Context: an optimization exercise on an open-source flow, tuned for small area, a short achievable clock period and few clock cycles per item. The choices shown serve that exercise and are no tape-out recipe.
At most, simulation tests tie the RTL to the original design; equivalence was not proved.
No activity file was given, so power comes from the tool's default toggle rates.

## pepper
## gear_param_sched
module gear_param_sched #(
   parameter int GEAR_W      = 8,
   parameter int PARAM_W     = 40,
   parameter int DEPTH       = 32,
   parameter int STABLE_CNT  = 4,
   parameter int ACK_TIMEOUT = 1023,
   parameter logic [PARAM_W-1:0] PARAM_DEFAULT = '0
) (
   input  logic                     clk,
   input  logic                     rst_n,
   input  logic [GEAR_W-1:0]        gear_in,
   input  logic                     cfg_we,
   input  logic [$clog2(DEPTH)-1:0] cfg_addr,
   input  logic                     cfg_valid,
   input  logic [GEAR_W-1:0]        cfg_code,
   input  logic [PARAM_W-1:0]       cfg_param,
   output logic [PARAM_W-1:0]       param_out,
   output logic                     param_req,
   input  logic                     param_ack,
   output logic                     busy,
   output logic                     unknown_err,
   output logic                     timeout_err,
   input  logic                     err_clr
);
clock: 6.0 ns
lec_check: 0
cap_margin: 20
core_margin: 2
core_utilization: 75
cts_cluster_diameter: 100
cts_cluster_size: 30
place_density: 0.85
setup_slack_margin: 3.5
slew_margin: 20
run.sh (not shown) runs the stock make flow with config.mk's settings and CLKGATE_MAP_FILE= SYNTH_SCRIPT=/design/flow/synth_recipe.tcl, a recipe that flattens the netlist after the stock synthesis.
Testbench counts of pepper, summed over its fixed seeds: cycles 24,000, lookups 4,000.
Changes in garnet relative to pepper:
- a change of CORE_UTILIZATION from 75 to 45
- a change of PLACE_DENSITY from 0.85 to 0.6
- a deleted CTS_CLUSTER_SIZE that had been 30
- a deleted CTS_CLUSTER_DIAMETER that had been 100
Comparing pepper and garnet, the lower achievable clock frequency was measured on garnet.
Across pepper and garnet, none had a timing, DRC or antenna violation.
Going from pepper to garnet, number of top-level pins saw little to no change; post-DP HPWL has increased; number of gates resized after cts has increased; post-detailed-route wirelength per cell saw a decrease.

---

run R:
Another version of the RTL of gear_param_sched (not shown whole).
For scale: roughly 3200 cells after synthesis, roughly 46000 sq um of cells after synthesis.
clock: 6.0 ns
lec_check: 0
abc_clock_period_in_ps: 2500
cap_margin: 20
core_margin: 2
core_utilization: 45
place_density: 0.6
setup_slack_margin: 3.5
slew_margin: 20
Run R ended with every stage complete and zero timing, DRC or antenna violations.
Testbench counts of run R, summed over its fixed seeds: cycles 24,000, lookups 4,000.
Changes in run K relative to run R:
- a deleted ABC_CLOCK_PERIOD_IN_PS that had been 2500
### Flow results
- Run K finished every stage and its layout cleared the timing, design-rule and antenna checks.
- Post-CTS setup repair buffer count came out exactly the same in run K and run R.
- Reported for run K and run R, sequential cell count turned out identical to the last digit.
- From run K to run R, number of nets with antenna violations after routing did not move at all.
- Number of gates given a new drive strength after cts: run R vs run K identical
- Run R -> run K: part of the power in combinational logic flat
- Reported for run K and run R, die area turned out identical to the last digit.
- Diff run R..run K | worst slew slack as a fraction of its limit | negligible
- As far as first-pass iteration count of the detailed router is concerned, run K and run R perform about the same.
- As far as share of the core filled with cells in the final layout goes, run R and run K are indistinguishable; the numbers are identical.

---

Setup of rev 12:
The RTL this note starts from:
==> flow/design.v <==
module gear_param_sched #(
   parameter int GEAR_W      = 8,
   parameter int PARAM_W     = 40,
   parameter int DEPTH       = 32,
   parameter int STABLE_CNT  = 4,
   parameter int ACK_TIMEOUT = 1023,
   parameter logic [PARAM_W-1:0] PARAM_DEFAULT = '0
) (
   input  logic                     clk,
   input  logic                     rst_n,
   input  logic [GEAR_W-1:0]        gear_in,
   input  logic                     cfg_we,
   input  logic [$clog2(DEPTH)-1:0] cfg_addr,
   input  logic                     cfg_valid,
   input  logic [GEAR_W-1:0]        cfg_code,
   input  logic [PARAM_W-1:0]       cfg_param,
   output logic [PARAM_W-1:0]       param_out,
   output logic                     param_req,
   input  logic                     param_ack,
   output logic                     busy,
   output logic                     unknown_err,
   output logic                     timeout_err,
   input  logic                     err_clr
);
   localparam int IDX_W = $clog2(DEPTH);
   localparam int TMO_W = $clog2(ACK_TIMEOUT + 1);
   localparam int NTAP  = DEPTH / 2;
   logic [GEAR_W-1:0]  sync1_q, sync2_q, prev_q;
   logic [2:0]         stab_q, stab_d;
   logic               same, restart, ready;
   logic [DEPTH-1:0]   rv_q;
   logic [GEAR_W-1:0]  rc_q [DEPTH];
   logic [PARAM_W-1:0] rp_q [DEPTH];
   logic [IDX_W-1:0]   rot_q;
   logic               wpend_q, cmt_q;
   logic [IDX_W-1:0]   wa;
   logic               wv;
   logic               commit;
   logic [NTAP-1:0]    wrap_q;      
   logic [NTAP-1:0]    tmatch, tsel_d, tsel_q;
   logic               any_q;
   logic               best_f_q, best_b_q, take;
   logic [PARAM_W-1:0] best_p_q, cand_p;
   logic [TMO_W-1:0]   tmo_q;
   logic [PARAM_W-1:0] param_q;
   logic               req_q;
   logic               act_valid_q, miss_valid_q;
   logic [GEAR_W-1:0]  act_code_q, miss_code_q;
   logic               unk_q, tmo_err_q;
   logic               supp, go, hit, req_fall;
   assign wa      = act_code_q[IDX_W-1:0];
   assign wv      = act_code_q[IDX_W];
   assign commit  = wpend_q && (rot_q == {wa[3:0], wa[4]});
   assign same    = (sync2_q == prev_q);
   assign restart = !same || wpend_q || cmt_q;
   assign ready   = (stab_q == 3'd2) || (stab_q == 3'd3);
   always_comb begin
      if (restart)
         stab_d = 3'd0;
      else if (stab_q == 3'd3)
         stab_d = 3'd3;
      else
         stab_d = stab_q + 3'd1;
   end
   always_comb begin
      for (int j = 0; j < NTAP; j++)
         tmatch[j] = rv_q[2*j+1] && (rc_q[2*j+1] == sync2_q);
   end
   always_comb begin
      logic [NTAP-1:0] mw;
      logic            below, below_w, above_w;
      mw = tmatch & wrap_q;
      for (int j = 0; j < NTAP; j++) begin
         below   = 1'b0;
         below_w = 1'b0;
         above_w = 1'b0;
         for (int k = 0; k < NTAP; k++) begin
            if (k < j) below   = below | tmatch[k];
            if (k < j) below_w = below_w | mw[k];
            if (k > j) above_w = above_w | mw[k];
         end
         tsel_d[j] = tmatch[j] && (wrap_q[j] ? !below_w : !(below || above_w));
      end
   end
   always_comb begin
      cand_p = '0;
      for (int j = 0; j < NTAP; j++)
         cand_p = cand_p | ({PARAM_W{tsel_q[j]}} & rp_q[2*j]);
   end
   assign take = any_q && !wpend_q && (!best_f_q || (!rot_q[0] && best_b_q));
   assign supp     = (act_valid_q && (prev_q == act_code_q)) ||
                     (miss_valid_q && (prev_q == miss_code_q));
   assign go       = !req_q && ready && !restart && !supp;
   assign hit      = best_f_q;
   assign req_fall = req_q && (param_ack || (tmo_q == TMO_W'(ACK_TIMEOUT - 1)));
   always_ff @(posedge clk or negedge rst_n) begin
      if (!rst_n) begin
         sync1_q      <= '0;
         sync2_q      <= '0;
         prev_q       <= '0;
         stab_q       <= 3'd5;
         rv_q         <= '0;
         rot_q        <= '0;
         wrap_q       <= '0;
         wpend_q      <= 1'b0;
         cmt_q        <= 1'b0;
         best_f_q     <= 1'b0;
         param_q      <= PARAM_DEFAULT;
         req_q        <= 1'b0;
         act_valid_q  <= 1'b0;
         miss_valid_q <= 1'b0;
         unk_q        <= 1'b0;
         tmo_err_q    <= 1'b0;
      end else begin
         sync1_q <= gear_in;
         sync2_q <= sync1_q;
         prev_q  <= sync2_q;
         stab_q  <= stab_d;
         rot_q   <= rot_q + IDX_W'(1);
         if (rot_q == IDX_W'(DEPTH - 2))
            wrap_q <= '0;
         else if (!rot_q[0])
            wrap_q <= {1'b1, wrap_q[NTAP-1:1]};
         for (int p = 0; p < DEPTH - 1; p++)
            rv_q[p] <= rv_q[p+1];
         rv_q[DEPTH-1] <= commit ? wv : rv_q[0];
         if (cfg_we)
            wpend_q <= 1'b1;
         else if (commit)
            wpend_q <= 1'b0;
         cmt_q <= commit;
         if (restart)
            best_f_q <= 1'b0;
         else if (take)
            best_f_q <= 1'b1;
         if (go) begin
            if (hit) begin
               req_q       <= 1'b1;
               act_valid_q <= 1'b1;
            end else begin
               miss_valid_q <= 1'b1;
            end
         end else if (req_fall) begin
            req_q <= 1'b0;
         end
         if (go && hit)
            param_q <= best_p_q;
         if (cfg_we) begin
            act_valid_q  <= 1'b0;
            miss_valid_q <= 1'b0;
         end
         unk_q     <= (go && !hit) || (unk_q && !err_clr);
         tmo_err_q <= (req_fall && !param_ack) || (tmo_err_q && !err_clr);
      end
   end
   always_ff @(posedge clk) begin
      if (go && hit)
         tmo_q <= '0;
      else if (req_q)
         tmo_q <= tmo_q + TMO_W'(1);
      if (cfg_we)
         act_code_q <= GEAR_W'({cfg_valid, cfg_addr});
      else if (go && hit)
         act_code_q <= sync2_q;
      if (cfg_we)
         miss_code_q <= cfg_code;
      else if (go && !hit)
         miss_code_q <= sync2_q;
      tsel_q <= tsel_d;
      any_q  <= |tmatch;
      if (take)
         best_b_q <= rot_q[0];
      if (cfg_we)
         best_p_q <= cfg_param;
      else if (take)
         best_p_q <= cand_p;
   end
   for (genvar p = 0; p < DEPTH; p++) begin : g_ring
      if (p == DEPTH - 1) begin : g_port
         always_ff @(posedge clk) begin
            rc_q[p] <= commit ? miss_code_q : rc_q[0];
            rp_q[p] <= commit ? best_p_q : rp_q[0];
         end
      end else begin : g_shift
         always_ff @(posedge clk) begin
            rc_q[p] <= rc_q[p+1];
            rp_q[p] <= rp_q[p+1];
         end
      end
   end
   assign param_out   = param_q;
   assign param_req   = req_q;
   assign busy        = req_q;
   assign unknown_err = unk_q;
   assign timeout_err = tmo_err_q;
endmodule
clock: 6.0 ns
lec_check: 0
cap_margin: 20
core_margin: 2
core_utilization: 60
cts_cluster_diameter: 100
cts_cluster_size: 30
place_density: 0.7
setup_slack_margin: 3.8
slew_margin: 20
The inputs of rev 13 differ from those of rev 12 as listed below.
Settings: changing SETUP_SLACK_MARGIN from 3.8 to 3.5.
## What came out
- Diff rev 12 -> rev 13: ratio of total power to cell area increased by 2.0% relative to the old numbers; sequential share of cell area increased by 1.3 points relative to the old numbers; met3 usage decreased by 0.57 points relative to the old numbers.
- In the metrics for rev 12 and rev 13, the one carrying the higher area of the multi-input gates is rev 12.
- | worst hold slack | rev 12 vs rev 13 | ≈ equal |
No functional check of the RTL was part of any run of this note.

---

== job 4267 ==
gear_param_sched, a different RTL version from the one above (not shown whole).
For scale: about 3000 cells after synthesis, roughly 1700 flip-flops, ~110 I/O pins, roughly 45000 sq um of cells after synthesis.
Settings: LEC_CHECK=0, CAP_MARGIN=20, CORE_MARGIN=2, CORE_UTILIZATION=60, CTS_CLUSTER_DIAMETER=100, CTS_CLUSTER_SIZE=30, PLACE_DENSITY=0.7, SETUP_SLACK_MARGIN=3.5, SLEW_MARGIN=20; clock period 6.0 ns.
Input-level comparison between job 6808 and job 4267:
==> flow/flow/run.sh (new file) <==
#!/bin/bash
# The standard layout (the standard.sh: standard synthesis, floorplan, placement, CTS,
# routing) with one change: the port buffers that global placement inserts use buf_2 instead
# of the delay cell buffer_ports picks by default. Full tool output goes to standard.log here;
# ORFS keeps each step's own log under orfs/logs/.
set -euo pipefail
bash standard.sh "BUFFER_PORTS_ARGS=-buffer_cell sky130_fd_sc_hd__buf_2" finish > standard.log 2>&1
==> flow/standard.sh (new file) <==
#!/bin/bash
# synth_recipe.tcl (not shown) runs the flow's synth.tcl, then flattens the netlist and writes it again
# the make line also repeats each setting of config.mk as NAME=value (left out here)
make -C /OpenROAD-flow-scripts/flow DESIGN_CONFIG=/design/flow/config.mk WORK_HOME=/design/flow/orfs CLKGATE_MAP_FILE= SYNTH_SCRIPT=/design/flow/synth_recipe.tcl "${@:-finish}"
removed: flow/run.sh
- Wire: job 6808 routes more than job 4267
- Every run (job 6808 and job 4267) finished clean.
- The multi-input logic area of job 4267 and that of job 6808 are within noise of each other.
- Job 6808 vs job 4267: largest fanout of any net on the critical path up in job 6808
- For job 4267, the library cell contributing the largest single delay on the critical path was sky130_fd_sc_hd__or4_4, unlike job 6808, where it was sky130_fd_sc_hd__dfrtp_1.
- Job 4267 → job 6808: flip-flop and latch count level, maximum resistive drop on vdd increased 0.011 mV, met2 routed wirelength rose by about 2.4%.
- On proportion of total power due to net switching, job 6808 and job 4267 are basically level.
- Comparing job 6808 and job 4267, first-iteration DRC count is higher on job 4267.
- Between job 6808 and job 4267, the H-tree level count figures differ only marginally.
No functional check of the RTL was part of any run of this note.

---

gear_param_sched with an RTL version that a note above also has.
For scale: ~3,800 cells after synthesis, ~1,800 flip-flops, roughly 110 I/O pins, roughly 46,000 µm² of cells after synthesis.
export LEC_CHECK = 0
export ABC_AREA = 1
export CAP_MARGIN = 20
export CORE_MARGIN = 2
export CORE_UTILIZATION = 60
export CTS_CLUSTER_DIAMETER = 100
export CTS_CLUSTER_SIZE = 30
export PLACE_DENSITY = 0.7
export SETUP_SLACK_MARGIN = 3.5
export SLEW_MARGIN = 20
create_clock -name core_clock -period 6.0 [get_ports {clk}]
Stock flow here: none of the scripts above is used.
The first run went through all stages and came out clean.
Testbench counts at the start, summed over its fixed seeds: cycles 24,000, lookups 4,000.
Then changed:
--- a/flow/config.mk
+++ b/flow/config.mk
@@ -6,10 +6,9 @@
 export NUM_CORES = 4
 export LEC_CHECK = 0
-export ABC_AREA = 1
 export CAP_MARGIN = 20
 export CORE_MARGIN = 2
 export CORE_UTILIZATION = 60
 export CTS_CLUSTER_DIAMETER = 100
-export CTS_CLUSTER_SIZE = 30
+export CTS_CLUSTER_SIZE = 25
 export PLACE_DENSITY = 0.7
 export SETUP_SLACK_MARGIN = 3.5
Effect: Hold slack stays flat; combinational power is lower by 16%; wire length came out lower by 2.9%; worst setup slack gains 0.011 ns; global-route usage is lower by 0.19 points; clock power rises by 6.4%.
Then changed:
--- a/flow/config.mk
+++ b/flow/config.mk
@@ -9,6 +9,6 @@
 export CORE_MARGIN = 2
 export CORE_UTILIZATION = 60
-export CTS_CLUSTER_DIAMETER = 100
-export CTS_CLUSTER_SIZE = 25
+export CTS_BUF_LIST = sky130_fd_sc_hd__clkbuf_8 sky130_fd_sc_hd__clkbuf_16
+export CTS_CLUSTER_SIZE = 30
 export PLACE_DENSITY = 0.7
 export SETUP_SLACK_MARGIN = 3.5
Outcome: Critical path depth went down by 2. Area after synthesis does not change. Sequential power hardly moves. Total power grows by 24%. First-iteration DRC count went up by 0.87%. Final area rises by 7.1%. Non-clock buffer count is higher by 10. Routed wire length grows by 4.0%. Setup slack gets worse by 0.077 ns.
Then changed:
--- a/flow/config.mk
+++ b/flow/config.mk
@@ -9,5 +9,5 @@
 export CORE_MARGIN = 2
 export CORE_UTILIZATION = 60
-export CTS_BUF_LIST = sky130_fd_sc_hd__clkbuf_8 sky130_fd_sc_hd__clkbuf_16
+export CTS_CLUSTER_DIAMETER = 100
 export CTS_CLUSTER_SIZE = 30
 export PLACE_DENSITY = 0.7
Outcome:
- wire length came out lower by 4.1%
- maximum frequency grows by 3.1%
- non-clock buffer count came out lower by 7
- core utilization decreases by 4.8 points
- total power goes down by 21%
- clock power falls by 46%
- synthesized cell count stays the same
- setup slack is better by 0.075 ns

==> separate check: timing with driven ports <==
The results above use ideal ports. As a check the final layouts listed here were re-extracted and re-timed, cells and wires unchanged.
Step 1 (the two cells are an assumption about what drives the block):
set clk [get_ports {clk}]
set_driving_cell -lib_cell sky130_fd_sc_hd__clkbuf_16 $clk
set_driving_cell -lib_cell sky130_fd_sc_hd__buf_2 [delete_from_list [all_inputs] $clk]
Step 2 also shifts input and output timing later by t, the mid clock arrival at the registers, as if the neighbouring blocks saw the same clock.
a / b / c = ideal ports / drivers / drivers and shift; a / b = the first two.
| run | shift t [ns] | slack for setup (ns) | clock arrival spread, ns | cell pins on the clock port's net |
|---|---|---|---|---|
| pepper | 0.698 | 3.448 / 3.448 / 2.974 | 0.040 / 0.040 | 1 |
| garnet | 0.819 | 3.412 / 3.340 / 2.858 | 0.070 / 0.070 | 1 |
| run R | 0.829 | 1.506 / 1.506 / 1.506 | 0.037 / 0.037 | 1 |
| run K | 0.829 | 1.506 / 1.506 / 1.506 | 0.037 / 0.037 | 1 |
| rev 12 | 0.695 | 3.366 / 3.366 / 3.075 | 0.048 / 0.048 | 1 |
| rev 13 | 0.710 | 3.446 / 3.408 / 3.014 | 0.031 / 0.031 | 1 |
| job 4267 | 0.701 | 3.531 / 3.476 / 2.976 | 0.033 / 0.034 | 1 |
| job 6808 | 0.704 | 3.468 / 3.466 / 2.947 | 0.036 / 0.036 | 1 |
| the first run of note 5 | 0.701 | 3.518 / 3.460 / 2.851 | 0.031 / 0.031 | 1 |
| the second run of note 5 | 0.709 | 3.528 / 3.464 / 2.857 | 0.026 / 0.026 | 1 |
| the third run of note 5 | 0.804 | 3.452 / 3.387 / 2.858 | 0.033 / 0.033 | 1 |
| the fourth run of note 5 | 0.706 | 3.527 / 3.461 / 2.895 | 0.034 / 0.034 | 1 |
After both steps every run listed still meets setup and hold. For the second run of note 5, which loses most, drivers alone change the setup slack by -0.064 ns; drivers and shift together by -0.671 ns.
